What follows belongs to an exercise in optimizing a design on an open flow for a short achievable clock period and few clock cycles per item; a production flow would make more cautious choices.
The RTL was checked by simulation tests, not by an equivalence proof against the original design.

==> flow/design.v <==
package apid_pkg;
  localparam int DATA_W    = 32;
  localparam int TIME_W    = 24;
  localparam int CFG_IDX_W = 3;
endpackage
module apid_mul_pi (
  input  logic clk,
  input  logic [31:0] a,
  input  logic [31:0] b,
  output logic [47:0] y
);
  wire [63:0] r0_0 = ({64{b[0]}} & (64'(a) << 0));
  wire [63:0] r0_1 = ({64{b[1]}} & (64'(a) << 1));
  wire [63:0] r0_2 = ({64{b[2]}} & (64'(a) << 2));
  wire [63:0] r0_3 = ({64{b[3]}} & (64'(a) << 3));
  wire [63:0] r0_4 = ({64{b[4]}} & (64'(a) << 4));
  wire [63:0] r0_5 = ({64{b[5]}} & (64'(a) << 5));
  wire [63:0] r0_6 = ({64{b[6]}} & (64'(a) << 6));
  wire [63:0] r0_7 = ({64{b[7]}} & (64'(a) << 7));
  wire [63:0] r0_8 = ({64{b[8]}} & (64'(a) << 8));
  wire [63:0] r0_9 = ({64{b[9]}} & (64'(a) << 9));
  wire [63:0] r0_10 = ({64{b[10]}} & (64'(a) << 10));
  wire [63:0] r0_11 = ({64{b[11]}} & (64'(a) << 11));
  wire [63:0] r0_12 = ({64{b[12]}} & (64'(a) << 12));
  wire [63:0] r0_13 = ({64{b[13]}} & (64'(a) << 13));
  wire [63:0] r0_14 = ({64{b[14]}} & (64'(a) << 14));
  wire [63:0] r0_15 = ({64{b[15]}} & (64'(a) << 15));
  wire [63:0] r0_16 = ({64{b[16]}} & (64'(a) << 16));
  wire [63:0] r0_17 = ({64{b[17]}} & (64'(a) << 17));
  wire [63:0] r0_18 = ({64{b[18]}} & (64'(a) << 18));
  wire [63:0] r0_19 = ({64{b[19]}} & (64'(a) << 19));
  wire [63:0] r0_20 = ({64{b[20]}} & (64'(a) << 20));
  wire [63:0] r0_21 = ({64{b[21]}} & (64'(a) << 21));
  wire [63:0] r0_22 = ({64{b[22]}} & (64'(a) << 22));
  wire [63:0] r0_23 = ({64{b[23]}} & (64'(a) << 23));
  wire [63:0] r0_24 = ({64{b[24]}} & (64'(a) << 24));
  wire [63:0] r0_25 = ({64{b[25]}} & (64'(a) << 25));
  wire [63:0] r0_26 = ({64{b[26]}} & (64'(a) << 26));
  wire [63:0] r0_27 = ({64{b[27]}} & (64'(a) << 27));
  wire [63:0] r0_28 = ({64{b[28]}} & (64'(a) << 28));
  wire [63:0] r0_29 = ({64{b[29]}} & (64'(a) << 29));
  wire [63:0] r0_30 = ({64{b[30]}} & (64'(a) << 30));
  wire [63:0] r0_31 = ({64{b[31]}} & (64'(a) << 31));
  wire [63:0] r0_32 = 64'd32768;
  wire [63:0] l1_s0 = r0_0 ^ r0_1 ^ r0_2;
  wire [63:0] l1_c0 = ((r0_0 & r0_1) | (r0_0 & r0_2) | (r0_1 & r0_2)) << 1;
  wire [63:0] l1_s1 = r0_3 ^ r0_4 ^ r0_5;
  wire [63:0] l1_c1 = ((r0_3 & r0_4) | (r0_3 & r0_5) | (r0_4 & r0_5)) << 1;
  wire [63:0] l1_s2 = r0_6 ^ r0_7 ^ r0_8;
  wire [63:0] l1_c2 = ((r0_6 & r0_7) | (r0_6 & r0_8) | (r0_7 & r0_8)) << 1;
  wire [63:0] l1_s3 = r0_9 ^ r0_10 ^ r0_11;
  wire [63:0] l1_c3 = ((r0_9 & r0_10) | (r0_9 & r0_11) | (r0_10 & r0_11)) << 1;
  wire [63:0] l1_s4 = r0_12 ^ r0_13 ^ r0_14;
  wire [63:0] l1_c4 = ((r0_12 & r0_13) | (r0_12 & r0_14) | (r0_13 & r0_14)) << 1;
  wire [63:0] l1_s5 = r0_15 ^ r0_16 ^ r0_17;
  wire [63:0] l1_c5 = ((r0_15 & r0_16) | (r0_15 & r0_17) | (r0_16 & r0_17)) << 1;
  wire [63:0] l1_s6 = r0_18 ^ r0_19 ^ r0_20;
  wire [63:0] l1_c6 = ((r0_18 & r0_19) | (r0_18 & r0_20) | (r0_19 & r0_20)) << 1;
  wire [63:0] l1_s7 = r0_21 ^ r0_22 ^ r0_23;
  wire [63:0] l1_c7 = ((r0_21 & r0_22) | (r0_21 & r0_23) | (r0_22 & r0_23)) << 1;
  wire [63:0] l1_s8 = r0_24 ^ r0_25 ^ r0_26;
  wire [63:0] l1_c8 = ((r0_24 & r0_25) | (r0_24 & r0_26) | (r0_25 & r0_26)) << 1;
  wire [63:0] l1_s9 = r0_27 ^ r0_28 ^ r0_29;
  wire [63:0] l1_c9 = ((r0_27 & r0_28) | (r0_27 & r0_29) | (r0_28 & r0_29)) << 1;
  wire [63:0] l1_s10 = r0_30 ^ r0_31 ^ r0_32;
  wire [63:0] l1_c10 = ((r0_30 & r0_31) | (r0_30 & r0_32) | (r0_31 & r0_32)) << 1;
  wire [63:0] l2_s0 = l1_s0 ^ l1_c0 ^ l1_s1;
  wire [63:0] l2_c0 = ((l1_s0 & l1_c0) | (l1_s0 & l1_s1) | (l1_c0 & l1_s1)) << 1;
  wire [63:0] l2_s1 = l1_c1 ^ l1_s2 ^ l1_c2;
  wire [63:0] l2_c1 = ((l1_c1 & l1_s2) | (l1_c1 & l1_c2) | (l1_s2 & l1_c2)) << 1;
  wire [63:0] l2_s2 = l1_s3 ^ l1_c3 ^ l1_s4;
  wire [63:0] l2_c2 = ((l1_s3 & l1_c3) | (l1_s3 & l1_s4) | (l1_c3 & l1_s4)) << 1;
  wire [63:0] l2_s3 = l1_c4 ^ l1_s5 ^ l1_c5;
  wire [63:0] l2_c3 = ((l1_c4 & l1_s5) | (l1_c4 & l1_c5) | (l1_s5 & l1_c5)) << 1;
  wire [63:0] l2_s4 = l1_s6 ^ l1_c6 ^ l1_s7;
  wire [63:0] l2_c4 = ((l1_s6 & l1_c6) | (l1_s6 & l1_s7) | (l1_c6 & l1_s7)) << 1;
  wire [63:0] l2_s5 = l1_c7 ^ l1_s8 ^ l1_c8;
  wire [63:0] l2_c5 = ((l1_c7 & l1_s8) | (l1_c7 & l1_c8) | (l1_s8 & l1_c8)) << 1;
  wire [63:0] l2_s6 = l1_s9 ^ l1_c9 ^ l1_s10;
  wire [63:0] l2_c6 = ((l1_s9 & l1_c9) | (l1_s9 & l1_s10) | (l1_c9 & l1_s10)) << 1;
  wire [63:0] l3_s0 = l2_s0 ^ l2_c0 ^ l2_s1;
  wire [63:0] l3_c0 = ((l2_s0 & l2_c0) | (l2_s0 & l2_s1) | (l2_c0 & l2_s1)) << 1;
  wire [63:0] l3_s1 = l2_c1 ^ l2_s2 ^ l2_c2;
  wire [63:0] l3_c1 = ((l2_c1 & l2_s2) | (l2_c1 & l2_c2) | (l2_s2 & l2_c2)) << 1;
  wire [63:0] l3_s2 = l2_s3 ^ l2_c3 ^ l2_s4;
  wire [63:0] l3_c2 = ((l2_s3 & l2_c3) | (l2_s3 & l2_s4) | (l2_c3 & l2_s4)) << 1;
  wire [63:0] l3_s3 = l2_c4 ^ l2_s5 ^ l2_c5;
  wire [63:0] l3_c3 = ((l2_c4 & l2_s5) | (l2_c4 & l2_c5) | (l2_s5 & l2_c5)) << 1;
  wire [63:0] l3_s4 = l2_s6 ^ l2_c6 ^ l1_c10;
  wire [63:0] l3_c4 = ((l2_s6 & l2_c6) | (l2_s6 & l1_c10) | (l2_c6 & l1_c10)) << 1;
  wire [63:0] l4_s0 = l3_s0 ^ l3_c0 ^ l3_s1;
  wire [63:0] l4_c0 = ((l3_s0 & l3_c0) | (l3_s0 & l3_s1) | (l3_c0 & l3_s1)) << 1;
  wire [63:0] l4_s1 = l3_c1 ^ l3_s2 ^ l3_c2;
  wire [63:0] l4_c1 = ((l3_c1 & l3_s2) | (l3_c1 & l3_c2) | (l3_s2 & l3_c2)) << 1;
  wire [63:0] l4_s2 = l3_s3 ^ l3_c3 ^ l3_s4;
  wire [63:0] l4_c2 = ((l3_s3 & l3_c3) | (l3_s3 & l3_s4) | (l3_c3 & l3_s4)) << 1;
  wire [63:0] l5_s0 = l4_s0 ^ l4_c0 ^ l4_s1;
  wire [63:0] l5_c0 = ((l4_s0 & l4_c0) | (l4_s0 & l4_s1) | (l4_c0 & l4_s1)) << 1;
  wire [63:0] l5_s1 = l4_c1 ^ l4_s2 ^ l4_c2;
  wire [63:0] l5_c1 = ((l4_c1 & l4_s2) | (l4_c1 & l4_c2) | (l4_s2 & l4_c2)) << 1;
  logic [63:0] p0_0;
  always_ff @(posedge clk) p0_0 <= l5_s0;
  logic [63:0] p0_1;
  always_ff @(posedge clk) p0_1 <= l5_c0;
  logic [63:0] p0_2;
  always_ff @(posedge clk) p0_2 <= l5_s1;
  logic [63:0] p0_3;
  always_ff @(posedge clk) p0_3 <= l5_c1;
  logic [63:0] p0_4;
  always_ff @(posedge clk) p0_4 <= l3_c4;
  wire [63:0] l6_s0 = p0_0 ^ p0_1 ^ p0_2;
  wire [63:0] l6_c0 = ((p0_0 & p0_1) | (p0_0 & p0_2) | (p0_1 & p0_2)) << 1;
  wire [63:0] l7_s0 = l6_s0 ^ l6_c0 ^ p0_3;
  wire [63:0] l7_c0 = ((l6_s0 & l6_c0) | (l6_s0 & p0_3) | (l6_c0 & p0_3)) << 1;
  wire [63:0] l8_s0 = l7_s0 ^ l7_c0 ^ p0_4;
  wire [63:0] l8_c0 = ((l7_s0 & l7_c0) | (l7_s0 & p0_4) | (l7_c0 & p0_4)) << 1;
  wire [32:0] sl = {1'b0, l8_s0[31:0]} + {1'b0, l8_c0[31:0]};
  logic [31:0] ha, hb;
  logic hc;
  logic [15:0] ylo;
  always_ff @(posedge clk) ylo <= sl[31:16];
  always_ff @(posedge clk) begin ha <= l8_s0[63:32]; hb <= l8_c0[63:32]; hc <= sl[32]; end
  wire [31:0] sh = ha + hb + {31'd0, hc};
  always_ff @(posedge clk) y <= {sh[31:0], ylo};
endmodule
module apid_mul_x (
  input  logic clk,
  input  logic [31:0] a,
  input  logic [23:0] b,
  output logic [55:0] y
);
  wire [55:0] r0_0 = ({56{b[0]}} & (56'(a) << 0));
  wire [55:0] r0_1 = ({56{b[1]}} & (56'(a) << 1));
  wire [55:0] r0_2 = ({56{b[2]}} & (56'(a) << 2));
  wire [55:0] r0_3 = ({56{b[3]}} & (56'(a) << 3));
  wire [55:0] r0_4 = ({56{b[4]}} & (56'(a) << 4));
  wire [55:0] r0_5 = ({56{b[5]}} & (56'(a) << 5));
  wire [55:0] r0_6 = ({56{b[6]}} & (56'(a) << 6));
  wire [55:0] r0_7 = ({56{b[7]}} & (56'(a) << 7));
  wire [55:0] r0_8 = ({56{b[8]}} & (56'(a) << 8));
  wire [55:0] r0_9 = ({56{b[9]}} & (56'(a) << 9));
  wire [55:0] r0_10 = ({56{b[10]}} & (56'(a) << 10));
  wire [55:0] r0_11 = ({56{b[11]}} & (56'(a) << 11));
  wire [55:0] r0_12 = ({56{b[12]}} & (56'(a) << 12));
  wire [55:0] r0_13 = ({56{b[13]}} & (56'(a) << 13));
  wire [55:0] r0_14 = ({56{b[14]}} & (56'(a) << 14));
  wire [55:0] r0_15 = ({56{b[15]}} & (56'(a) << 15));
  wire [55:0] r0_16 = ({56{b[16]}} & (56'(a) << 16));
  wire [55:0] r0_17 = ({56{b[17]}} & (56'(a) << 17));
  wire [55:0] r0_18 = ({56{b[18]}} & (56'(a) << 18));
  wire [55:0] r0_19 = ({56{b[19]}} & (56'(a) << 19));
  wire [55:0] r0_20 = ({56{b[20]}} & (56'(a) << 20));
  wire [55:0] r0_21 = ({56{b[21]}} & (56'(a) << 21));
  wire [55:0] r0_22 = ({56{b[22]}} & (56'(a) << 22));
  wire [55:0] r0_23 = ({56{b[23]}} & (56'(a) << 23));
  wire [55:0] r0_24 = 56'd500000;
  wire [55:0] l1_s0 = r0_0 ^ r0_1 ^ r0_2;
  wire [55:0] l1_c0 = ((r0_0 & r0_1) | (r0_0 & r0_2) | (r0_1 & r0_2)) << 1;
  wire [55:0] l1_s1 = r0_3 ^ r0_4 ^ r0_5;
  wire [55:0] l1_c1 = ((r0_3 & r0_4) | (r0_3 & r0_5) | (r0_4 & r0_5)) << 1;
  wire [55:0] l1_s2 = r0_6 ^ r0_7 ^ r0_8;
  wire [55:0] l1_c2 = ((r0_6 & r0_7) | (r0_6 & r0_8) | (r0_7 & r0_8)) << 1;
  wire [55:0] l1_s3 = r0_9 ^ r0_10 ^ r0_11;
  wire [55:0] l1_c3 = ((r0_9 & r0_10) | (r0_9 & r0_11) | (r0_10 & r0_11)) << 1;
  wire [55:0] l1_s4 = r0_12 ^ r0_13 ^ r0_14;
  wire [55:0] l1_c4 = ((r0_12 & r0_13) | (r0_12 & r0_14) | (r0_13 & r0_14)) << 1;
  wire [55:0] l1_s5 = r0_15 ^ r0_16 ^ r0_17;
  wire [55:0] l1_c5 = ((r0_15 & r0_16) | (r0_15 & r0_17) | (r0_16 & r0_17)) << 1;
  wire [55:0] l1_s6 = r0_18 ^ r0_19 ^ r0_20;
  wire [55:0] l1_c6 = ((r0_18 & r0_19) | (r0_18 & r0_20) | (r0_19 & r0_20)) << 1;
  wire [55:0] l1_s7 = r0_21 ^ r0_22 ^ r0_23;
  wire [55:0] l1_c7 = ((r0_21 & r0_22) | (r0_21 & r0_23) | (r0_22 & r0_23)) << 1;
  wire [55:0] l2_s0 = l1_s0 ^ l1_c0 ^ l1_s1;
  wire [55:0] l2_c0 = ((l1_s0 & l1_c0) | (l1_s0 & l1_s1) | (l1_c0 & l1_s1)) << 1;
  wire [55:0] l2_s1 = l1_c1 ^ l1_s2 ^ l1_c2;
  wire [55:0] l2_c1 = ((l1_c1 & l1_s2) | (l1_c1 & l1_c2) | (l1_s2 & l1_c2)) << 1;
  wire [55:0] l2_s2 = l1_s3 ^ l1_c3 ^ l1_s4;
  wire [55:0] l2_c2 = ((l1_s3 & l1_c3) | (l1_s3 & l1_s4) | (l1_c3 & l1_s4)) << 1;
  wire [55:0] l2_s3 = l1_c4 ^ l1_s5 ^ l1_c5;
  wire [55:0] l2_c3 = ((l1_c4 & l1_s5) | (l1_c4 & l1_c5) | (l1_s5 & l1_c5)) << 1;
  wire [55:0] l2_s4 = l1_s6 ^ l1_c6 ^ l1_s7;
  wire [55:0] l2_c4 = ((l1_s6 & l1_c6) | (l1_s6 & l1_s7) | (l1_c6 & l1_s7)) << 1;
  wire [55:0] l3_s0 = l2_s0 ^ l2_c0 ^ l2_s1;
  wire [55:0] l3_c0 = ((l2_s0 & l2_c0) | (l2_s0 & l2_s1) | (l2_c0 & l2_s1)) << 1;
  wire [55:0] l3_s1 = l2_c1 ^ l2_s2 ^ l2_c2;
  wire [55:0] l3_c1 = ((l2_c1 & l2_s2) | (l2_c1 & l2_c2) | (l2_s2 & l2_c2)) << 1;
  wire [55:0] l3_s2 = l2_s3 ^ l2_c3 ^ l2_s4;
  wire [55:0] l3_c2 = ((l2_s3 & l2_c3) | (l2_s3 & l2_s4) | (l2_c3 & l2_s4)) << 1;
  wire [55:0] l3_s3 = l2_c4 ^ l1_c7 ^ r0_24;
  wire [55:0] l3_c3 = ((l2_c4 & l1_c7) | (l2_c4 & r0_24) | (l1_c7 & r0_24)) << 1;
  wire [55:0] l4_s0 = l3_s0 ^ l3_c0 ^ l3_s1;
  wire [55:0] l4_c0 = ((l3_s0 & l3_c0) | (l3_s0 & l3_s1) | (l3_c0 & l3_s1)) << 1;
  wire [55:0] l4_s1 = l3_c1 ^ l3_s2 ^ l3_c2;
  wire [55:0] l4_c1 = ((l3_c1 & l3_s2) | (l3_c1 & l3_c2) | (l3_s2 & l3_c2)) << 1;
  wire [55:0] l5_s0 = l4_s0 ^ l4_c0 ^ l4_s1;
  wire [55:0] l5_c0 = ((l4_s0 & l4_c0) | (l4_s0 & l4_s1) | (l4_c0 & l4_s1)) << 1;
  wire [55:0] l5_s1 = l4_c1 ^ l3_s3 ^ l3_c3;
  wire [55:0] l5_c1 = ((l4_c1 & l3_s3) | (l4_c1 & l3_c3) | (l3_s3 & l3_c3)) << 1;
  logic [55:0] p0_0;
  always_ff @(posedge clk) p0_0 <= l5_s0;
  logic [55:0] p0_1;
  always_ff @(posedge clk) p0_1 <= l5_c0;
  logic [55:0] p0_2;
  always_ff @(posedge clk) p0_2 <= l5_s1;
  logic [55:0] p0_3;
  always_ff @(posedge clk) p0_3 <= l5_c1;
  wire [55:0] l6_s0 = p0_0 ^ p0_1 ^ p0_2;
  wire [55:0] l6_c0 = ((p0_0 & p0_1) | (p0_0 & p0_2) | (p0_1 & p0_2)) << 1;
  wire [55:0] l7_s0 = l6_s0 ^ l6_c0 ^ p0_3;
  wire [55:0] l7_c0 = ((l6_s0 & l6_c0) | (l6_s0 & p0_3) | (l6_c0 & p0_3)) << 1;
  wire [28:0] sl = {1'b0, l7_s0[27:0]} + {1'b0, l7_c0[27:0]};
  logic [27:0] ha, hb;
  logic hc;
  logic [27:0] ylo;
  always_ff @(posedge clk) ylo <= sl[27:0];
  always_ff @(posedge clk) begin ha <= l7_s0[55:28]; hb <= l7_c0[55:28]; hc <= sl[28]; end
  wire [27:0] sh = ha + hb + {27'd0, hc};
  always_ff @(posedge clk) y <= {sh[27:0], ylo};
endmodule
module apid_mul_q (
  input  logic clk,
  input  logic [55:0] a,
  output logic [36:0] y
);
  wire [109:0] r0_0 = (~(110'(a) << 0));
  wire [109:0] r0_1 = (~(110'(a) << 2));
  wire [109:0] r0_2 = (110'(a) << 5);
  wire [109:0] r0_3 = (~(110'(a) << 8));
  wire [109:0] r0_4 = (~(110'(a) << 10));
  wire [109:0] r0_5 = (~(110'(a) << 13));
  wire [109:0] r0_6 = (~(110'(a) << 18));
  wire [109:0] r0_7 = (~(110'(a) << 20));
  wire [109:0] r0_8 = (~(110'(a) << 23));
  wire [109:0] r0_9 = (110'(a) << 25);
  wire [109:0] r0_10 = (110'(a) << 30);
  wire [109:0] r0_11 = (~(110'(a) << 32));
  wire [109:0] r0_12 = (~(110'(a) << 36));
  wire [109:0] r0_13 = (~(110'(a) << 41));
  wire [109:0] r0_14 = (110'(a) << 44);
  wire [109:0] r0_15 = (~(110'(a) << 47));
  wire [109:0] r0_16 = (110'(a) << 49);
  wire [109:0] r0_17 = (110'(a) << 53);
  wire [109:0] r0_18 = 110'd12;
  wire [109:0] l1_s0 = r0_0 ^ r0_1 ^ r0_2;
  wire [109:0] l1_c0 = ((r0_0 & r0_1) | (r0_0 & r0_2) | (r0_1 & r0_2)) << 1;
  wire [109:0] l1_s1 = r0_3 ^ r0_4 ^ r0_5;
  wire [109:0] l1_c1 = ((r0_3 & r0_4) | (r0_3 & r0_5) | (r0_4 & r0_5)) << 1;
  wire [109:0] l1_s2 = r0_6 ^ r0_7 ^ r0_8;
  wire [109:0] l1_c2 = ((r0_6 & r0_7) | (r0_6 & r0_8) | (r0_7 & r0_8)) << 1;
  wire [109:0] l1_s3 = r0_9 ^ r0_10 ^ r0_11;
  wire [109:0] l1_c3 = ((r0_9 & r0_10) | (r0_9 & r0_11) | (r0_10 & r0_11)) << 1;
  wire [109:0] l1_s4 = r0_12 ^ r0_13 ^ r0_14;
  wire [109:0] l1_c4 = ((r0_12 & r0_13) | (r0_12 & r0_14) | (r0_13 & r0_14)) << 1;
  wire [109:0] l1_s5 = r0_15 ^ r0_16 ^ r0_17;
  wire [109:0] l1_c5 = ((r0_15 & r0_16) | (r0_15 & r0_17) | (r0_16 & r0_17)) << 1;
  wire [109:0] l2_s0 = l1_s0 ^ l1_c0 ^ l1_s1;
  wire [109:0] l2_c0 = ((l1_s0 & l1_c0) | (l1_s0 & l1_s1) | (l1_c0 & l1_s1)) << 1;
  wire [109:0] l2_s1 = l1_c1 ^ l1_s2 ^ l1_c2;
  wire [109:0] l2_c1 = ((l1_c1 & l1_s2) | (l1_c1 & l1_c2) | (l1_s2 & l1_c2)) << 1;
  wire [109:0] l2_s2 = l1_s3 ^ l1_c3 ^ l1_s4;
  wire [109:0] l2_c2 = ((l1_s3 & l1_c3) | (l1_s3 & l1_s4) | (l1_c3 & l1_s4)) << 1;
  wire [109:0] l2_s3 = l1_c4 ^ l1_s5 ^ l1_c5;
  wire [109:0] l2_c3 = ((l1_c4 & l1_s5) | (l1_c4 & l1_c5) | (l1_s5 & l1_c5)) << 1;
  wire [109:0] l3_s0 = l2_s0 ^ l2_c0 ^ l2_s1;
  wire [109:0] l3_c0 = ((l2_s0 & l2_c0) | (l2_s0 & l2_s1) | (l2_c0 & l2_s1)) << 1;
  wire [109:0] l3_s1 = l2_c1 ^ l2_s2 ^ l2_c2;
  wire [109:0] l3_c1 = ((l2_c1 & l2_s2) | (l2_c1 & l2_c2) | (l2_s2 & l2_c2)) << 1;
  wire [109:0] l3_s2 = l2_s3 ^ l2_c3 ^ r0_18;
  wire [109:0] l3_c2 = ((l2_s3 & l2_c3) | (l2_s3 & r0_18) | (l2_c3 & r0_18)) << 1;
  wire [109:0] l4_s0 = l3_s0 ^ l3_c0 ^ l3_s1;
  wire [109:0] l4_c0 = ((l3_s0 & l3_c0) | (l3_s0 & l3_s1) | (l3_c0 & l3_s1)) << 1;
  wire [109:0] l4_s1 = l3_c1 ^ l3_s2 ^ l3_c2;
  wire [109:0] l4_c1 = ((l3_c1 & l3_s2) | (l3_c1 & l3_c2) | (l3_s2 & l3_c2)) << 1;
  wire [109:0] l5_s0 = l4_s0 ^ l4_c0 ^ l4_s1;
  wire [109:0] l5_c0 = ((l4_s0 & l4_c0) | (l4_s0 & l4_s1) | (l4_c0 & l4_s1)) << 1;
  logic [109:0] p0_0;
  always_ff @(posedge clk) p0_0 <= l5_s0;
  logic [109:0] p0_1;
  always_ff @(posedge clk) p0_1 <= l5_c0;
  logic [109:0] p0_2;
  always_ff @(posedge clk) p0_2 <= l4_c1;
  wire [109:0] l6_s0 = p0_0 ^ p0_1 ^ p0_2;
  wire [109:0] l6_c0 = ((p0_0 & p0_1) | (p0_0 & p0_2) | (p0_1 & p0_2)) << 1;
  wire [73:0] sl = {1'b0, l6_s0[72:0]} + {1'b0, l6_c0[72:0]};
  logic [36:0] ha, hb;
  logic hc;
  always_ff @(posedge clk) begin ha <= l6_s0[109:73]; hb <= l6_c0[109:73]; hc <= sl[73]; end
  wire [36:0] sh = ha + hb + {36'd0, hc};
  always_ff @(posedge clk) y <= sh[36:0];
endmodule
module apid_mul_d (
  input  logic clk,
  input  logic [50:0] a,
  input  logic [32:0] b,
  input  logic [23:0] x,
  output logic [67:0] y
);
  wire [83:0] r0_0 = ({84{b[0]}} & (84'(a) << 0));
  wire [83:0] r0_1 = ({84{b[1]}} & (84'(a) << 1));
  wire [83:0] r0_2 = ({84{b[2]}} & (84'(a) << 2));
  wire [83:0] r0_3 = ({84{b[3]}} & (84'(a) << 3));
  wire [83:0] r0_4 = ({84{b[4]}} & (84'(a) << 4));
  wire [83:0] r0_5 = ({84{b[5]}} & (84'(a) << 5));
  wire [83:0] r0_6 = ({84{b[6]}} & (84'(a) << 6));
  wire [83:0] r0_7 = ({84{b[7]}} & (84'(a) << 7));
  wire [83:0] r0_8 = ({84{b[8]}} & (84'(a) << 8));
  wire [83:0] r0_9 = ({84{b[9]}} & (84'(a) << 9));
  wire [83:0] r0_10 = ({84{b[10]}} & (84'(a) << 10));
  wire [83:0] r0_11 = ({84{b[11]}} & (84'(a) << 11));
  wire [83:0] r0_12 = ({84{b[12]}} & (84'(a) << 12));
  wire [83:0] r0_13 = ({84{b[13]}} & (84'(a) << 13));
  wire [83:0] r0_14 = ({84{b[14]}} & (84'(a) << 14));
  wire [83:0] r0_15 = ({84{b[15]}} & (84'(a) << 15));
  wire [83:0] r0_16 = ({84{b[16]}} & (84'(a) << 16));
  wire [83:0] r0_17 = ({84{b[17]}} & (84'(a) << 17));
  wire [83:0] r0_18 = ({84{b[18]}} & (84'(a) << 18));
  wire [83:0] r0_19 = ({84{b[19]}} & (84'(a) << 19));
  wire [83:0] r0_20 = ({84{b[20]}} & (84'(a) << 20));
  wire [83:0] r0_21 = ({84{b[21]}} & (84'(a) << 21));
  wire [83:0] r0_22 = ({84{b[22]}} & (84'(a) << 22));
  wire [83:0] r0_23 = ({84{b[23]}} & (84'(a) << 23));
  wire [83:0] r0_24 = ({84{b[24]}} & (84'(a) << 24));
  wire [83:0] r0_25 = ({84{b[25]}} & (84'(a) << 25));
  wire [83:0] r0_26 = ({84{b[26]}} & (84'(a) << 26));
  wire [83:0] r0_27 = ({84{b[27]}} & (84'(a) << 27));
  wire [83:0] r0_28 = ({84{b[28]}} & (84'(a) << 28));
  wire [83:0] r0_29 = ({84{b[29]}} & (84'(a) << 29));
  wire [83:0] r0_30 = ({84{b[30]}} & (84'(a) << 30));
  wire [83:0] r0_31 = ({84{b[31]}} & (84'(a) << 31));
  wire [83:0] r0_32 = ({84{b[32]}} & (84'(a) << 32));
  wire [83:0] r0_33 = (84'(x) << 15);
  wire [83:0] l1_s0 = r0_0 ^ r0_1 ^ r0_2;
  wire [83:0] l1_c0 = ((r0_0 & r0_1) | (r0_0 & r0_2) | (r0_1 & r0_2)) << 1;
  wire [83:0] l1_s1 = r0_3 ^ r0_4 ^ r0_5;
  wire [83:0] l1_c1 = ((r0_3 & r0_4) | (r0_3 & r0_5) | (r0_4 & r0_5)) << 1;
  wire [83:0] l1_s2 = r0_6 ^ r0_7 ^ r0_8;
  wire [83:0] l1_c2 = ((r0_6 & r0_7) | (r0_6 & r0_8) | (r0_7 & r0_8)) << 1;
  wire [83:0] l1_s3 = r0_9 ^ r0_10 ^ r0_11;
  wire [83:0] l1_c3 = ((r0_9 & r0_10) | (r0_9 & r0_11) | (r0_10 & r0_11)) << 1;
  wire [83:0] l1_s4 = r0_12 ^ r0_13 ^ r0_14;
  wire [83:0] l1_c4 = ((r0_12 & r0_13) | (r0_12 & r0_14) | (r0_13 & r0_14)) << 1;
  wire [83:0] l1_s5 = r0_15 ^ r0_16 ^ r0_17;
  wire [83:0] l1_c5 = ((r0_15 & r0_16) | (r0_15 & r0_17) | (r0_16 & r0_17)) << 1;
  wire [83:0] l1_s6 = r0_18 ^ r0_19 ^ r0_20;
  wire [83:0] l1_c6 = ((r0_18 & r0_19) | (r0_18 & r0_20) | (r0_19 & r0_20)) << 1;
  wire [83:0] l1_s7 = r0_21 ^ r0_22 ^ r0_23;
  wire [83:0] l1_c7 = ((r0_21 & r0_22) | (r0_21 & r0_23) | (r0_22 & r0_23)) << 1;
  wire [83:0] l1_s8 = r0_24 ^ r0_25 ^ r0_26;
  wire [83:0] l1_c8 = ((r0_24 & r0_25) | (r0_24 & r0_26) | (r0_25 & r0_26)) << 1;
  wire [83:0] l1_s9 = r0_27 ^ r0_28 ^ r0_29;
  wire [83:0] l1_c9 = ((r0_27 & r0_28) | (r0_27 & r0_29) | (r0_28 & r0_29)) << 1;
  wire [83:0] l1_s10 = r0_30 ^ r0_31 ^ r0_32;
  wire [83:0] l1_c10 = ((r0_30 & r0_31) | (r0_30 & r0_32) | (r0_31 & r0_32)) << 1;
  wire [83:0] l2_s0 = l1_s0 ^ l1_c0 ^ l1_s1;
  wire [83:0] l2_c0 = ((l1_s0 & l1_c0) | (l1_s0 & l1_s1) | (l1_c0 & l1_s1)) << 1;
  wire [83:0] l2_s1 = l1_c1 ^ l1_s2 ^ l1_c2;
  wire [83:0] l2_c1 = ((l1_c1 & l1_s2) | (l1_c1 & l1_c2) | (l1_s2 & l1_c2)) << 1;
  wire [83:0] l2_s2 = l1_s3 ^ l1_c3 ^ l1_s4;
  wire [83:0] l2_c2 = ((l1_s3 & l1_c3) | (l1_s3 & l1_s4) | (l1_c3 & l1_s4)) << 1;
  wire [83:0] l2_s3 = l1_c4 ^ l1_s5 ^ l1_c5;
  wire [83:0] l2_c3 = ((l1_c4 & l1_s5) | (l1_c4 & l1_c5) | (l1_s5 & l1_c5)) << 1;
  wire [83:0] l2_s4 = l1_s6 ^ l1_c6 ^ l1_s7;
  wire [83:0] l2_c4 = ((l1_s6 & l1_c6) | (l1_s6 & l1_s7) | (l1_c6 & l1_s7)) << 1;
  wire [83:0] l2_s5 = l1_c7 ^ l1_s8 ^ l1_c8;
  wire [83:0] l2_c5 = ((l1_c7 & l1_s8) | (l1_c7 & l1_c8) | (l1_s8 & l1_c8)) << 1;
  wire [83:0] l2_s6 = l1_s9 ^ l1_c9 ^ l1_s10;
  wire [83:0] l2_c6 = ((l1_s9 & l1_c9) | (l1_s9 & l1_s10) | (l1_c9 & l1_s10)) << 1;
  wire [83:0] l3_s0 = l2_s0 ^ l2_c0 ^ l2_s1;
  wire [83:0] l3_c0 = ((l2_s0 & l2_c0) | (l2_s0 & l2_s1) | (l2_c0 & l2_s1)) << 1;
  wire [83:0] l3_s1 = l2_c1 ^ l2_s2 ^ l2_c2;
  wire [83:0] l3_c1 = ((l2_c1 & l2_s2) | (l2_c1 & l2_c2) | (l2_s2 & l2_c2)) << 1;
  wire [83:0] l3_s2 = l2_s3 ^ l2_c3 ^ l2_s4;
  wire [83:0] l3_c2 = ((l2_s3 & l2_c3) | (l2_s3 & l2_s4) | (l2_c3 & l2_s4)) << 1;
  wire [83:0] l3_s3 = l2_c4 ^ l2_s5 ^ l2_c5;
  wire [83:0] l3_c3 = ((l2_c4 & l2_s5) | (l2_c4 & l2_c5) | (l2_s5 & l2_c5)) << 1;
  wire [83:0] l3_s4 = l2_s6 ^ l2_c6 ^ l1_c10;
  wire [83:0] l3_c4 = ((l2_s6 & l2_c6) | (l2_s6 & l1_c10) | (l2_c6 & l1_c10)) << 1;
  wire [83:0] l4_s0 = l3_s0 ^ l3_c0 ^ l3_s1;
  wire [83:0] l4_c0 = ((l3_s0 & l3_c0) | (l3_s0 & l3_s1) | (l3_c0 & l3_s1)) << 1;
  wire [83:0] l4_s1 = l3_c1 ^ l3_s2 ^ l3_c2;
  wire [83:0] l4_c1 = ((l3_c1 & l3_s2) | (l3_c1 & l3_c2) | (l3_s2 & l3_c2)) << 1;
  wire [83:0] l4_s2 = l3_s3 ^ l3_c3 ^ l3_s4;
  wire [83:0] l4_c2 = ((l3_s3 & l3_c3) | (l3_s3 & l3_s4) | (l3_c3 & l3_s4)) << 1;
  wire [83:0] l5_s0 = l4_s0 ^ l4_c0 ^ l4_s1;
  wire [83:0] l5_c0 = ((l4_s0 & l4_c0) | (l4_s0 & l4_s1) | (l4_c0 & l4_s1)) << 1;
  wire [83:0] l5_s1 = l4_c1 ^ l4_s2 ^ l4_c2;
  wire [83:0] l5_c1 = ((l4_c1 & l4_s2) | (l4_c1 & l4_c2) | (l4_s2 & l4_c2)) << 1;
  logic [83:0] p0_0;
  always_ff @(posedge clk) p0_0 <= l5_s0;
  logic [83:0] p0_1;
  always_ff @(posedge clk) p0_1 <= l5_c0;
  logic [83:0] p0_2;
  always_ff @(posedge clk) p0_2 <= l5_s1;
  logic [83:0] p0_3;
  always_ff @(posedge clk) p0_3 <= l5_c1;
  logic [83:0] p0_4;
  always_ff @(posedge clk) p0_4 <= l3_c4;
  logic [83:0] p0_5;
  always_ff @(posedge clk) p0_5 <= r0_33;
  wire [83:0] l6_s0 = p0_0 ^ p0_1 ^ p0_2;
  wire [83:0] l6_c0 = ((p0_0 & p0_1) | (p0_0 & p0_2) | (p0_1 & p0_2)) << 1;
  wire [83:0] l6_s1 = p0_3 ^ p0_4 ^ p0_5;
  wire [83:0] l6_c1 = ((p0_3 & p0_4) | (p0_3 & p0_5) | (p0_4 & p0_5)) << 1;
  wire [83:0] l7_s0 = l6_s0 ^ l6_c0 ^ l6_s1;
  wire [83:0] l7_c0 = ((l6_s0 & l6_c0) | (l6_s0 & l6_s1) | (l6_c0 & l6_s1)) << 1;
  wire [83:0] l8_s0 = l7_s0 ^ l7_c0 ^ l6_c1;
  wire [83:0] l8_c0 = ((l7_s0 & l7_c0) | (l7_s0 & l6_c1) | (l7_c0 & l6_c1)) << 1;
  wire [44:0] sl = {1'b0, l8_s0[43:0]} + {1'b0, l8_c0[43:0]};
  logic [39:0] ha, hb;
  logic hc;
  logic [27:0] ylo;
  always_ff @(posedge clk) ylo <= sl[43:16];
  always_ff @(posedge clk) begin ha <= l8_s0[83:44]; hb <= l8_c0[83:44]; hc <= sl[44]; end
  wire [39:0] sh = ha + hb + {39'd0, hc};
  always_ff @(posedge clk) y <= {sh[39:0], ylo};
endmodule
module apid_mul_kd (
  input  logic clk,
  input  logic [31:0] a,
  output logic [51:0] y
);
  wire [51:0] r0_0 = (52'(a) << 6);
  wire [51:0] r0_1 = (52'(a) << 9);
  wire [51:0] r0_2 = (52'(a) << 14);
  wire [51:0] r0_3 = (~(52'(a) << 16));
  wire [51:0] r0_4 = (52'(a) << 20);
  wire [51:0] r0_5 = 52'd1;
  wire [51:0] l1_s0 = r0_0 ^ r0_1 ^ r0_2;
  wire [51:0] l1_c0 = ((r0_0 & r0_1) | (r0_0 & r0_2) | (r0_1 & r0_2)) << 1;
  wire [51:0] l1_s1 = r0_3 ^ r0_4 ^ r0_5;
  wire [51:0] l1_c1 = ((r0_3 & r0_4) | (r0_3 & r0_5) | (r0_4 & r0_5)) << 1;
  wire [51:0] l2_s0 = l1_s0 ^ l1_c0 ^ l1_s1;
  wire [51:0] l2_c0 = ((l1_s0 & l1_c0) | (l1_s0 & l1_s1) | (l1_c0 & l1_s1)) << 1;
  wire [51:0] l3_s0 = l2_s0 ^ l2_c0 ^ l1_c1;
  wire [51:0] l3_c0 = ((l2_s0 & l2_c0) | (l2_s0 & l1_c1) | (l2_c0 & l1_c1)) << 1;
  wire [26:0] sl = {1'b0, l3_s0[25:0]} + {1'b0, l3_c0[25:0]};
  logic [25:0] ha, hb;
  logic hc;
  logic [25:0] ylo;
  always_ff @(posedge clk) ylo <= sl[25:0];
  always_ff @(posedge clk) begin ha <= l3_s0[51:26]; hb <= l3_c0[51:26]; hc <= sl[26]; end
  wire [25:0] sh = ha + hb + {25'd0, hc};
  always_ff @(posedge clk) y <= {sh[25:0], ylo};
endmodule
import apid_pkg::*;
module accumulating_pid_controller (
  input  logic                 clk,
  input  logic                 rst_n,
  input  logic                 in_valid,
  output logic                 in_ready,
  input  logic [89:0]          in_data,
  output logic                 out_valid,
  input  logic                 out_ready,
  output logic [64:0]          out_data,
  input  logic                 cfg_valid,
  output logic                 cfg_ready,
  input  logic [CFG_IDX_W-1:0] cfg_index,
  input  logic [DATA_W-1:0]    cfg_data
);
  localparam int NS    = 20;    
  localparam int DEPTH = 32;    
  localparam int PW    = 5;
  assign cfg_ready = 1'b1;
  logic        rst_q;
  logic        cfg_we_q;
  logic [2:0]  cfg_idx_q;
  logic [31:0] cfg_dat_q;
  always_ff @(posedge clk) begin
    rst_q     <= ~rst_n;
    cfg_we_q  <= cfg_valid & rst_n;
    cfg_idx_q <= cfg_index;
    cfg_dat_q <= cfg_data;
  end
  logic        kp_neg, ki_neg, kd_neg;
  logic [31:0] kp_mag, ki_mag, kd_mag;
  logic [30:0] lim;
  logic [31:0] limn;
  logic [34:0] limc;               
  logic signed [31:0] floor_r, ceil_r;
  logic [34:0] nceil, nfloor;      
  logic        ceil_max, floor_min;
  logic [31:0] cfg_mag;
  logic [51:0] kd1e6;
  assign cfg_mag = cfg_dat_q[31] ? (32'd0 - cfg_dat_q) : cfg_dat_q;
  always_ff @(posedge clk) begin
    if (rst_q) begin
      kp_neg <= 1'b0; kp_mag <= '0;
      ki_neg <= 1'b0; ki_mag <= '0;
      kd_neg <= 1'b0; kd_mag <= '0;
      lim <= '0; limn <= '0; limc <= '1;
      floor_r <= '0; ceil_r <= '0; nceil <= '1; nfloor <= '0;
      ceil_max <= 1'b0; floor_min <= 1'b0;
    end else if (cfg_we_q) begin
      case (cfg_idx_q)
        3'd0: begin kp_neg <= cfg_dat_q[31]; kp_mag <= cfg_mag; end
        3'd1: begin ki_neg <= cfg_dat_q[31]; ki_mag <= cfg_mag; end
        3'd2: begin kd_neg <= cfg_dat_q[31]; kd_mag <= cfg_mag; end
        3'd3: begin
          lim  <= cfg_dat_q[30:0];
          limn <= 32'd0 - {1'b0, cfg_dat_q[30:0]};
          limc <= ~{4'd0, cfg_dat_q[30:0]};
        end
        3'd4: begin
          floor_r   <= cfg_dat_q;
          nfloor    <= 35'd0 - {{3{cfg_dat_q[31]}}, cfg_dat_q};
          floor_min <= (cfg_dat_q == 32'h8000_0000);
        end
        3'd5: begin
          ceil_r   <= cfg_dat_q;
          nceil    <= ~{{3{cfg_dat_q[31]}}, cfg_dat_q};
          ceil_max <= (cfg_dat_q == 32'h7FFF_FFFF);
        end
        default: ;
      endcase
    end
  end
  apid_mul_kd u_mkd (.clk(clk), .a(kd_mag), .y(kd1e6));
  logic [NS:0]         v;           
  logic [NS:1]         upd, rop, skp;
  logic [89:0]         in0;
  logic [18:1][31:0]   rc;
  logic [15:1][23:0]   dts;
  logic [15:5][25:0]   dt3s;
  logic [15:5][26:0]   dt5s, dt7s;
  logic signed [31:0] target_r, meas_r, err_r, errp_r, acc_r, ctrl_r, chg_r;
  function automatic logic sign3(input logic [34:0] a, input logic [34:0] b,
                                 input logic [34:0] c);
    logic [34:0] s, cy, t;
    s  = a ^ b ^ c;
    cy = ((a & b) | (a & c) | (b & c)) << 1;
    t  = s + cy;
    sign3 = t[34];
  endfunction
  function automatic logic [34:0] sx35(input logic [31:0] x);
    sx35 = {{3{x[31]}}, x};
  endfunction
  always_ff @(posedge clk) in0 <= in_data;
  logic [1:0]         op0;
  logic signed [31:0] val0;
  logic [23:0]        dt0;
  logic               dtnz0;
  logic signed [32:0] da1, db1;    
  logic [1:0]         op1;
  assign op0   = in0[89:88];
  assign val0  = in0[87:56];
  assign dt0   = in0[23:0];
  assign dtnz0 = |dt0;
  always_ff @(posedge clk) begin
    if (rst_q) begin
      target_r <= '0; meas_r <= '0;
    end else if (v[0]) begin
      if (op0 == 2'd0 || op0 == 2'd3) target_r <= val0;
      if (op0 == 2'd1 || op0 == 2'd3) meas_r   <= val0;
    end
    da1 <= {val0[31], val0} - {meas_r[31], meas_r};
    db1 <= {target_r[31], target_r} - {val0[31], val0};
    op1 <= op0;
  end
  function automatic logic signed [31:0] sat33(input logic signed [32:0] x);
    if (x[32] != x[31]) sat33 = x[32] ? 32'sh8000_0000 : 32'sh7FFF_FFFF;
    else                sat33 = x[31:0];
  endfunction
  logic signed [31:0] sa1, sb1;
  logic [31:0]        emag2;
  logic [32:0]        demag2;
  logic [8:2]         eneg;
  logic [16:2]        deneg;
  logic signed [32:0] de1, nde1;
  assign sa1  = sat33(da1);
  assign sb1  = sat33(db1);
  assign de1  = {err_r[31], err_r} - {errp_r[31], errp_r};
  assign nde1 = {errp_r[31], errp_r} - {err_r[31], err_r};
  always_ff @(posedge clk) begin
    if (rst_q) begin
      err_r <= '0; errp_r <= '0;
    end else if (v[1]) begin
      case (op1)
        2'd0: begin err_r <= sa1; errp_r <= sa1; end
        2'd1: err_r <= sb1;
        2'd2: if (upd[1]) errp_r <= err_r;
        2'd3: begin err_r <= '0; errp_r <= '0; end
      endcase
    end
    emag2    <= err_r[31] ? (32'd0 - err_r) : err_r;
    eneg[2]  <= err_r[31];
    demag2   <= de1[32] ? nde1 : de1;
    deneg[2] <= de1[32];
    for (int k = 3; k <= 8; k++)  eneg[k]  <= eneg[k-1];
    for (int k = 3; k <= 16; k++) deneg[k] <= deneg[k-1];
  end
  always_ff @(posedge clk) begin
    v[0]   <= in_valid & in_ready & rst_n;
    v[1]   <= rst_q ? 1'b0 : v[0];
    upd[1] <= (op0 == 2'd2) & dtnz0;
    skp[1] <= (op0 == 2'd2) & ~dtnz0;
    rop[1] <= (op0 == 2'd3);
    rc[1]  <= in0[55:24];
    dts[1] <= dt0;
    dt3s[5] <= 26'(dts[4]) + 26'({dts[4], 1'b0});
    dt5s[5] <= 27'(dts[4]) + 27'({dts[4], 2'b0});
    dt7s[5] <= 27'({dts[4], 3'b0}) - 27'(dts[4]);
    for (int k = 2; k <= NS; k++) v[k] <= rst_q ? 1'b0 : v[k-1];
    for (int k = 2; k <= NS; k++) begin
      upd[k] <= upd[k-1]; rop[k] <= rop[k-1]; skp[k] <= skp[k-1];
    end
    for (int k = 2; k <= 18; k++) rc[k]  <= rc[k-1];
    for (int k = 2; k <= 15; k++) dts[k] <= dts[k-1];
    for (int k = 6; k <= 15; k++) begin
      dt3s[k] <= dt3s[k-1]; dt5s[k] <= dt5s[k-1]; dt7s[k] <= dt7s[k-1];
    end
  end
  logic [47:0] mp5;
  logic [55:0] x5;
  logic [67:0] m5;
  apid_mul_pi u_mp (.clk(clk), .a(emag2), .b(kp_mag), .y(mp5));
  apid_mul_x  u_mx (.clk(clk), .a(emag2), .b(dts[2]), .y(x5));
  apid_mul_d  u_md (.clk(clk), .a(kd1e6[50:0]), .b(demag2), .x(dts[2]), .y(m5));
  function automatic logic [31:0] clampmag(input logic neg, input logic big,
                                           input logic [31:0] lo);
    if (neg) clampmag = (big || (lo[31] && |lo[30:0])) ? 32'h8000_0000 : lo;
    else     clampmag = (big || lo[31]) ? 32'h7FFF_FFFF : lo;
  endfunction
  logic [31:0]        pmag6;
  logic               pneg6;
  logic [16:7][31:0]  pv;
  always_ff @(posedge clk) begin
    pneg6 <= eneg[5] ^ kp_neg;
    pmag6 <= clampmag(eneg[5] ^ kp_neg, |mp5[47:32], mp5[31:0]);
    pv[7] <= pneg6 ? (32'd0 - pmag6) : pmag6;
    for (int k = 8; k <= 16; k++) pv[k] <= pv[k-1];
  end
  logic [36:0]        q8;
  logic signed [31:0] istep9;
  logic [31:0]        imag8;
  apid_mul_q u_mq (.clk(clk), .a(x5), .y(q8));
  assign imag8 = clampmag(eneg[8], |q8[36:32], q8[31:0]);
  always_ff @(posedge clk) istep9 <= eneg[8] ? (32'd0 - imag8) : imag8;
  logic [32:0] asum9;
  logic        agt9, alt9;
  assign asum9 = 33'(acc_r) + 33'(istep9);
  assign agt9  = ~sign3(sx35(acc_r), sx35(istep9), limc);         
  assign alt9  = sign3(sx35(acc_r), sx35(istep9), {4'd0, lim});   
  always_ff @(posedge clk) begin
    if (rst_q) acc_r <= '0;
    else if (v[9] && rop[9]) acc_r <= '0;
    else if (v[9] && upd[9]) begin
      if (agt9)      acc_r <= {1'b0, lim};
      else if (alt9) acc_r <= limn;
      else           acc_r <= asum9[31:0];
    end
  end
  logic [31:0]        amag11;
  logic [14:11]       aneg;
  logic [47:0]        mi14;
  logic [16:15][31:0] iv;
  always_ff @(posedge clk) begin
    amag11   <= acc_r[31] ? (32'd0 - acc_r) : acc_r;
    aneg[11] <= acc_r[31];
    for (int k = 12; k <= 14; k++) aneg[k] <= aneg[k-1];
  end
  apid_mul_pi u_mi (.clk(clk), .a(amag11), .b(ki_mag), .y(mi14));
  logic [31:0] imag14;
  assign imag14 = clampmag(aneg[14] ^ ki_neg, |mi14[47:32], mi14[31:0]);
  always_ff @(posedge clk) begin
    iv[15] <= (aneg[14] ^ ki_neg) ? (32'd0 - imag14) : imag14;
    iv[16] <= iv[15];
  end
  logic [16:6][23:0] dr;
  logic [16:6][32:0] db;      
  logic [16:6][32:0] dq;
  logic [16:6]       dovf;
  function automatic logic [26:0] divstep(input logic [23:0] r, input logic [2:0] bits,
                                          input logic [23:0] dt, input logic [25:0] dt3,
                                          input logic [26:0] dt5, input logic [26:0] dt7);
    logic [26:0] t;
    logic [27:0] df1, df2, df3, df4, df5, df6, df7;
    t   = {r, bits};
    df1 = {1'b0, t} - 28'(dt);
    df2 = {1'b0, t} - 28'({dt, 1'b0});
    df3 = {1'b0, t} - 28'(dt3);
    df4 = {1'b0, t} - 28'({dt, 2'b0});
    df5 = {1'b0, t} - 28'(dt5);
    df6 = {1'b0, t} - 28'({dt3, 1'b0});
    df7 = {1'b0, t} - 28'(dt7);
    if (!df7[27])      divstep = {3'd7, df7[23:0]};
    else if (!df6[27]) divstep = {3'd6, df6[23:0]};
    else if (!df5[27]) divstep = {3'd5, df5[23:0]};
    else if (!df4[27]) divstep = {3'd4, df4[23:0]};
    else if (!df3[27]) divstep = {3'd3, df3[23:0]};
    else if (!df2[27]) divstep = {3'd2, df2[23:0]};
    else if (!df1[27]) divstep = {3'd1, df1[23:0]};
    else               divstep = {3'd0, t[23:0]};
  endfunction
  logic [26:0]       ds6;
  logic [16:7][26:0] dsk;
  assign ds6 = divstep({1'b0, m5[55:33]}, m5[32:30], dts[5], dt3s[5], dt5s[5], dt7s[5]);
  always_comb
    for (int k = 7; k <= 16; k++)
      dsk[k] = divstep(dr[k-1], db[k-1][32:30], dts[k-1], dt3s[k-1], dt5s[k-1], dt7s[k-1]);
  always_ff @(posedge clk) begin
    dr[6]   <= ds6[23:0];
    db[6]   <= {m5[29:0], 3'b000};
    dq[6]   <= {30'd0, ds6[26:24]};
    dovf[6] <= (|m5[67:56]) || (m5[55:32] >= dts[5]);
    for (int k = 7; k <= 16; k++) begin
      dr[k]   <= dsk[k][23:0];
      db[k]   <= {db[k-1][29:0], 3'b000};
      dq[k]   <= {dq[k-1][29:0], dsk[k][26:24]};
      dovf[k] <= dovf[k-1];
    end
  end
  logic [31:0] dmag16;
  logic        dneg16;
  logic [34:0] dx16;
  logic [34:0] cs17, cc17;
  assign dneg16 = deneg[16] ^ kd_neg;
  assign dmag16 = clampmag(dneg16, dovf[16] | dq[16][32], dq[16][31:0]);
  assign dx16   = {3'b000, dmag16} ^ {35{dneg16}};
  always_ff @(posedge clk) begin
    cs17 <= sx35(pv[16]) ^ sx35(iv[16]) ^ dx16;
    cc17 <= (((sx35(pv[16]) & sx35(iv[16])) | (sx35(pv[16]) & dx16)
             | (sx35(iv[16]) & dx16)) << 1) | {34'd0, dneg16};
  end
  logic [34:0]        csum17;
  logic signed [31:0] chg18;
  assign csum17 = cs17 + cc17;
  always_ff @(posedge clk) begin
    if (csum17[34] && !(&csum17[33:31]))     chg18 <= 32'sh8000_0000;
    else if (!csum17[34] && |csum17[33:31])  chg18 <= 32'sh7FFF_FFFF;
    else                                     chg18 <= csum17[31:0];
  end
  logic [32:0]        cs18;
  logic signed [31:0] csat18;
  logic               cgt18, clt18;
  assign cs18   = 33'(ctrl_r) + 33'(chg18);
  assign csat18 = (cs18[32] != cs18[31]) ? (cs18[32] ? 32'sh8000_0000 : 32'sh7FFF_FFFF)
                                         : cs18[31:0];
  assign cgt18  = ~sign3(sx35(ctrl_r), sx35(chg18), nceil) & ~ceil_max;    
  assign clt18  = sign3(sx35(ctrl_r), sx35(chg18), nfloor) & ~floor_min;   
  always_ff @(posedge clk) begin
    if (rst_q) begin
      ctrl_r <= '0; chg_r <= '0;
    end else if (v[18] && rop[18]) begin
      ctrl_r <= rc[18]; chg_r <= '0;
    end else if (v[18] && upd[18]) begin
      chg_r <= chg18;
      if (cgt18)      ctrl_r <= ceil_r;
      else if (clt18) ctrl_r <= floor_r;
      else            ctrl_r <= csat18;
    end
  end
  logic [DEPTH-1:0][64:0] mem;
  logic [PW-1:0]          wptr, rptr;
  logic                   out_v, out_vo;
  logic [64:0]            out_d;
  logic                   out_fire_q;
  logic [PW:0]            cnt, cnt_nxt;
  logic                   in_rdy, in_rdyo;
  logic        wr;
  logic [64:0] wdata;
  assign wr    = v[19];
  assign wdata = {skp[19] ? 32'd0 : ctrl_r, chg_r, skp[19]};
  logic [DEPTH-1:0] wsel;            
  always_ff @(posedge clk) begin
    for (int k = 0; k < DEPTH; k++)
      if (wr && wsel[k]) mem[k] <= wdata;
    if (rst_q) begin
      wptr <= '0;
      wsel <= DEPTH'(1);
    end else if (wr) begin
      wptr <= wptr + 1'b1;
      wsel <= {wsel[DEPTH-2:0], wsel[DEPTH-1]};
    end
  end
  logic          load, avail, load_o, nxt;
  logic [PW-1:0] rptr_m1;            
  logic [64:0]   head, shown;
  assign load   = ~out_v | out_ready;
  assign load_o = ~out_vo | out_ready;
  assign avail  = (rptr != wptr);
  assign nxt    = avail | wr;        
  assign head   = avail ? mem[rptr] : wdata;
  assign shown  = mem[rptr_m1];
  always_ff @(posedge clk) begin
    if (!rst_n || rst_q) out_v <= 1'b0;
    else if (load) out_v <= nxt;
    out_vo <= rst_n & ~rst_q & ((load_o & nxt) | (~load_o & out_vo));
    out_d  <= ({65{load_o}} & head) | ({65{~load_o}} & shown);
    if (rst_q) begin
      rptr    <= '0;
      rptr_m1 <= '1;
    end else if (load && nxt) begin
      rptr    <= rptr + 1'b1;
      rptr_m1 <= rptr;
    end
    out_fire_q <= out_v & out_ready & rst_n;
  end
  assign cnt_nxt = cnt + (PW+1)'(v[0]) - (PW+1)'(out_fire_q);
  always_ff @(posedge clk) begin
    if (rst_q) begin
      cnt     <= '0;
      in_rdy  <= 1'b1;
      in_rdyo <= 1'b1;
    end else begin
      cnt     <= cnt_nxt;
      in_rdy  <= (cnt_nxt <= (PW+1)'(DEPTH - 2));
      in_rdyo <= ((cnt + (PW+1)'(v[0])) <= (PW+1)'(DEPTH - 2) + (PW+1)'(out_fire_q));
    end
  end
  assign in_ready  = in_rdyo;
  assign out_valid = out_vo;
  assign out_data  = out_d;
endmodule
==> flow/flow/run.sh <==
#!/bin/bash
set -euo pipefail
bash standard.sh SETUP_SLACK_MARGIN=9 finish > standard_make.log 2>&1
==> flow/standard.sh <==
#!/bin/bash
# synth_recipe.tcl (not shown) runs the flow's synth.tcl, then flattens the netlist and writes it again
# the make line also repeats each setting of config.mk as NAME=value (left out here)
make -C /OpenROAD-flow-scripts/flow DESIGN_CONFIG=/design/flow/config.mk WORK_HOME=/design/flow/orfs CLKGATE_MAP_FILE= SYNTH_SCRIPT=/design/flow/synth_recipe.tcl "${@:-finish}"
==> flow/config.mk <==
export PLATFORM = sky130hd
export DESIGN_NAME = accumulating_pid_controller
export DESIGN_NICKNAME = accumulating_pid_controller
export VERILOG_FILES = /design/flow/design.v
export SDC_FILE = /design/flow/constraint.sdc
export NUM_CORES = 4
export LEC_CHECK = 0
export CAP_MARGIN = 20
export CORE_MARGIN = 2
export CORE_UTILIZATION = 55
export CTS_CLUSTER_DIAMETER = 100
export CTS_CLUSTER_SIZE = 22
export SLEW_MARGIN = 20
==> flow/constraint.sdc <==
create_clock -name core_clock -period 13.0 [get_ports {clk}]
set_input_delay 2.6000 -clock core_clock [delete_from_list [all_inputs] [get_ports {clk}]]
set_output_delay 2.6000 -clock core_clock [all_outputs]
set_load 0.01 [all_outputs]
==> run_results.csv <==
group,metric,value,unit
global_route,gr-total-overflow,0,
cts,cts_hold_buffers,0,
synth,synth_cell_type_count,96,
synth,yosys.area.top_type,"dfxtp_1",
die,io_pins,198,
timing,slew_viol_final,0,
min_path,whs_endpoint,"rc[416]",
routing,wl_per_cell,27.99,um
critical_path,cp_slowest_cell,"dfxtp_4",
final_layout,drive_gt1_frac,0.1106,
cts,cts-htree-levels,5,
synth,yosys.area.top_type_share,0.2317,
timing,max_freq,0.2306,GHz
cts,cts_made_buffers,478,
synth,syn_area,515500,um2
die,design.die.area,945000,um2
timing,maxSlewHeadroom,0.08659,
critical_path,crit_family,"flip-flops",
routing,vias,366500,
critical_path,cp.arrival,1.74,ns
min_path,hp-class,"flip-flop to flip-flop",
critical_path,crit_buf_inv,1,
synth,ys_seq_area_frac,0.3529,
cts,clock_sinks,8047,
synth,syn_nets,56850,
global_route,grt_max_degree,179,
critical_path,timing.rr.start,"u_mi.p0_1[13]",
critical_path,ff2ff_path_depth,16,
placement,placed_cells,59550,
synth,synth_area_leaders,"dfxtp_1, fa_1, edfxtp_1",
synth,synth_seq_cells,8047,
cts,clk_latency,1.20,ns
final_layout,fin_util,0.6053,
synth,postSynthCellCount,48030,
timing,setup_tns,0,ns
critical_path,crit_chain,"buf_6",
synth,yosysMostFrequentCell,"inv_1",
routing,vias_per_cell,5.954,
global_route,antenna_found_initial,166,
min_path,holdCritStartpoint,"rc[384]",
synth,synth_warnings,6,
critical_path,reg2reg_to,"u_mi.ylo[15]",
global_route,grt_pass1_wl,2476000,um
global_route,track_usage,0.3551,
die,fp.coreArea,934100,um2
timing,fin_skew,0.1066,ns
final_layout,nFillCells,76960,
run_status,outcome,"no timing/DRC/antenna violations",
cts,cts_max_path_buffers,5,
critical_path,path_class,"flip-flop to output port",
routing,wl,1723000,um
timing,fin_crit_sh,0.3336,
die,fp.dieW,972.1,um
critical_path,crit_path_start_kind,"flip-flop",
routing,detail-route-antenna-nets,0,
timing,tightest_slew,1.363,ns
critical_path,cp_max_fo,1,
min_path,min_path_cells,0,
routing,remaining_drc_errors,0,
timing,hold_viol,0,
timing,rsz0062_at_grt,"true",
cts,clk_pin_slew,0.10,ns
global_route,grt_pass1_vias,377400,
placement,dp_hpwl,1249000,um
cts,cts_tree,"yes",
critical_path,regToRegSetupSlack,8.71,ns
final_layout,stdcell_count,61560,
synth,async_flop_share,0,
job,cap_violations,0,
synth,syn_avg_cell_area,10.73,um2
placement,place.gp.congestion,0.9876,
die,rows,355,
final_layout,syn_to_final_growth,9.686,%
routing,drtIter0Drc,30950,
die,initial_core_util,0.5519,
synth,synth_commonest_cells,"inv_1, dfxtp_1, fa_1, ha_1, nand2_1",
die,die_height,972.1,um
critical_path,critPathCaptureType,"output port",
critical_path,required,10.40,ns
timing,setup_viol,0,
timing,fin_crit,4.337,ns
routing,drt_first_pass_iters,8,
placement,numPortBuffers,196,
final_layout,nNetsFinal,57020,
critical_path,cpPeakStageDelay,0.42,ns
cts,ctsRootBufferMaster,"clkbuf_16",
synth,ys.flop_type,"dfxtp_1",
synth,synth_edf_count,2080,
[stage by stage]
stage	hold slack, ns	area, um2	setup WS (ns)
after floorplan	0.3096	515600	8.936
after global placement	0.3097	532500	7.343
after detailed placement	0.3120	532700	7.378
after CTS	0.2391	556800	8.597
after global routing	0.2341	565100	8.616
final	0.2407	565400	8.663
[layout make-up]
class | instances | area (um2) | area share
multi-input cells | 30960 | 308000 | 0.5447
clock buffers | 606 | 12650 | 0.02236
clock inverters | 142 | 1987 | 0.003514
diodes | 604 | 1511 | 0.002673
repair inverters | 1 | 5.005 | 0.000008851
repair buffers | 1495 | 15320 | 0.02709
flip-flops and latches | 8047 | 183100 | 0.3237
inverters | 7212 | 27310 | 0.04831
well taps | 12500 | 15630 | 0.02765
[layer usage]
| metal | GRT usage | vias to the layer above | part of all wire |
|---|---|---|---|
| met5 | 0.001349 | - | 0.00017 |
| met4 | 0.2007 | 42 | 0.072 |
| met3 | 0.06386 | 4289 | 0.080 |
| met2 | 0.5887 | 16070 | 0.47 |
| met1 | 0.4409 | 185200 | 0.38 |
| li1 | - | 160900 | - |
[kinds of logic (layout without fill, tap and decap cells)]
logic type                 count (synthesis)  in the layout  synth area share
xor gates and xnor gates                1919           1919           0.03262
other                                      1            605       0.000007274
adders and majority gates               8700           8700            0.2838
buffers and inverters                   9023           9456           0.06574
AOI/OAI and AO/OA                       8065           8066            0.1008
and+or+nand+nor                        10690          10690            0.1018
muxes                                   1582           1582           0.06233
DFF                                     8047           8047            0.3529
[registers in the layout, summed over array words and instances (netlist names), 165 cells and up]
name / cells
mem: 2080
rc: 576
dts: 338
pv: 320
dt7s: 297
dt5s: 286
dt3s: 264
dr: 240
dq: 198
db: 165
[repair_timing]
item | in CTS | in global routing
gates resized for setup | 1912 | 1063
pin swaps | 266 | 391
cloned | 20 | 33
setup endpoints to repair | 1237 | 874
buffers inserted | 341 | 262
[worst reg2reg max path, delay by kind of cell, from the launching register on]
family,cells,cell delay (ns)
xor+xnor,1,0.14
flops,1,0.35
fa+ha+maj,4,0.93
simple gates,2,0.48
compound gates,9,2.22
[worst max path at each step]
stage                        from      endpoint  slack (ns)  depth (start not counted)
detailed placement         db[31]        dr[43]        7.38                         15
global placement           db[65]        dr[70]        7.34                         13
CTS                      out_d[7]   out_data[7]        8.60                          1
floorplan           u_md.p0_1[17]  u_md.ylo[26]        8.94                         16
global route        u_mi.p0_0[16]  u_mi.ylo[15]        8.62                         14
finish                   out_d[7]   out_data[7]        8.66                          1
[cells in the final DEF (no fill, tap or decap), types with 158 or more instances in the layout]
master	synthesis	final
inv_1	7210	7114
dfxtp_1	5967	5447
fa_1	4994	4939
ha_1	3698	3598
nand2_1	3591	3524
and2_1	2623	2576
a21oi_1	2409	2247
edfxtp_1	2080	2080
nor2_1	1904	1822
o21ai_0	1535	1374
mux4_2	1300	1300
xnor2_1	1237	1196
buf_4	2	907
a21o_1	882	876
xor2_1	681	646
diode_2	0	604
clkbuf_16	0	507
nand3_1	449	445
a211oi_1	488	415
nor3_1	427	404
nand2b_1	412	401
o21a_1	398	384
dfxtp_2	0	324
o211ai_1	304	304
nor2b_1	336	301
mux2i_1	257	254
o21bai_1	247	240
a31oi_1	262	216
buf_6	1	212
dfxtp_4	0	196
nand4_1	182	182
and3_1	164	159
or3_1	168	158
Testbench counts, summed over its fixed seeds: cycles 2,576, items 2,400.

-- separate check: timing with driven ports --
Ports are ideal in the flow. The routed layout listed here was re-timed in OpenROAD. Step 1 sets driving cells, clkbuf_16 on the clock port and buf_2 on the other inputs (assumed; they add their load-dependent delay and slew). Step 2 times the ports against the registers' clock, not the clock port: input delays grow and output delays shrink by t, the midpoint of the rising clock arrivals with the driver on. Slacks: no drivers / after step 1 / after step 2; pairs: no drivers / after step 1.
t, ns: 1.272
setup slack, ns: 8.663 / 8.498 / 8.159
worst hold slack (ns): 0.241 / 0.241 / 0.241
worst setup path at the end: input to register
pins driven straight from the clock port: 1
After both steps this run still meets setup and hold. For this run, drivers alone change the setup slack by -0.165 ns; drivers and shift together by -0.504 ns.
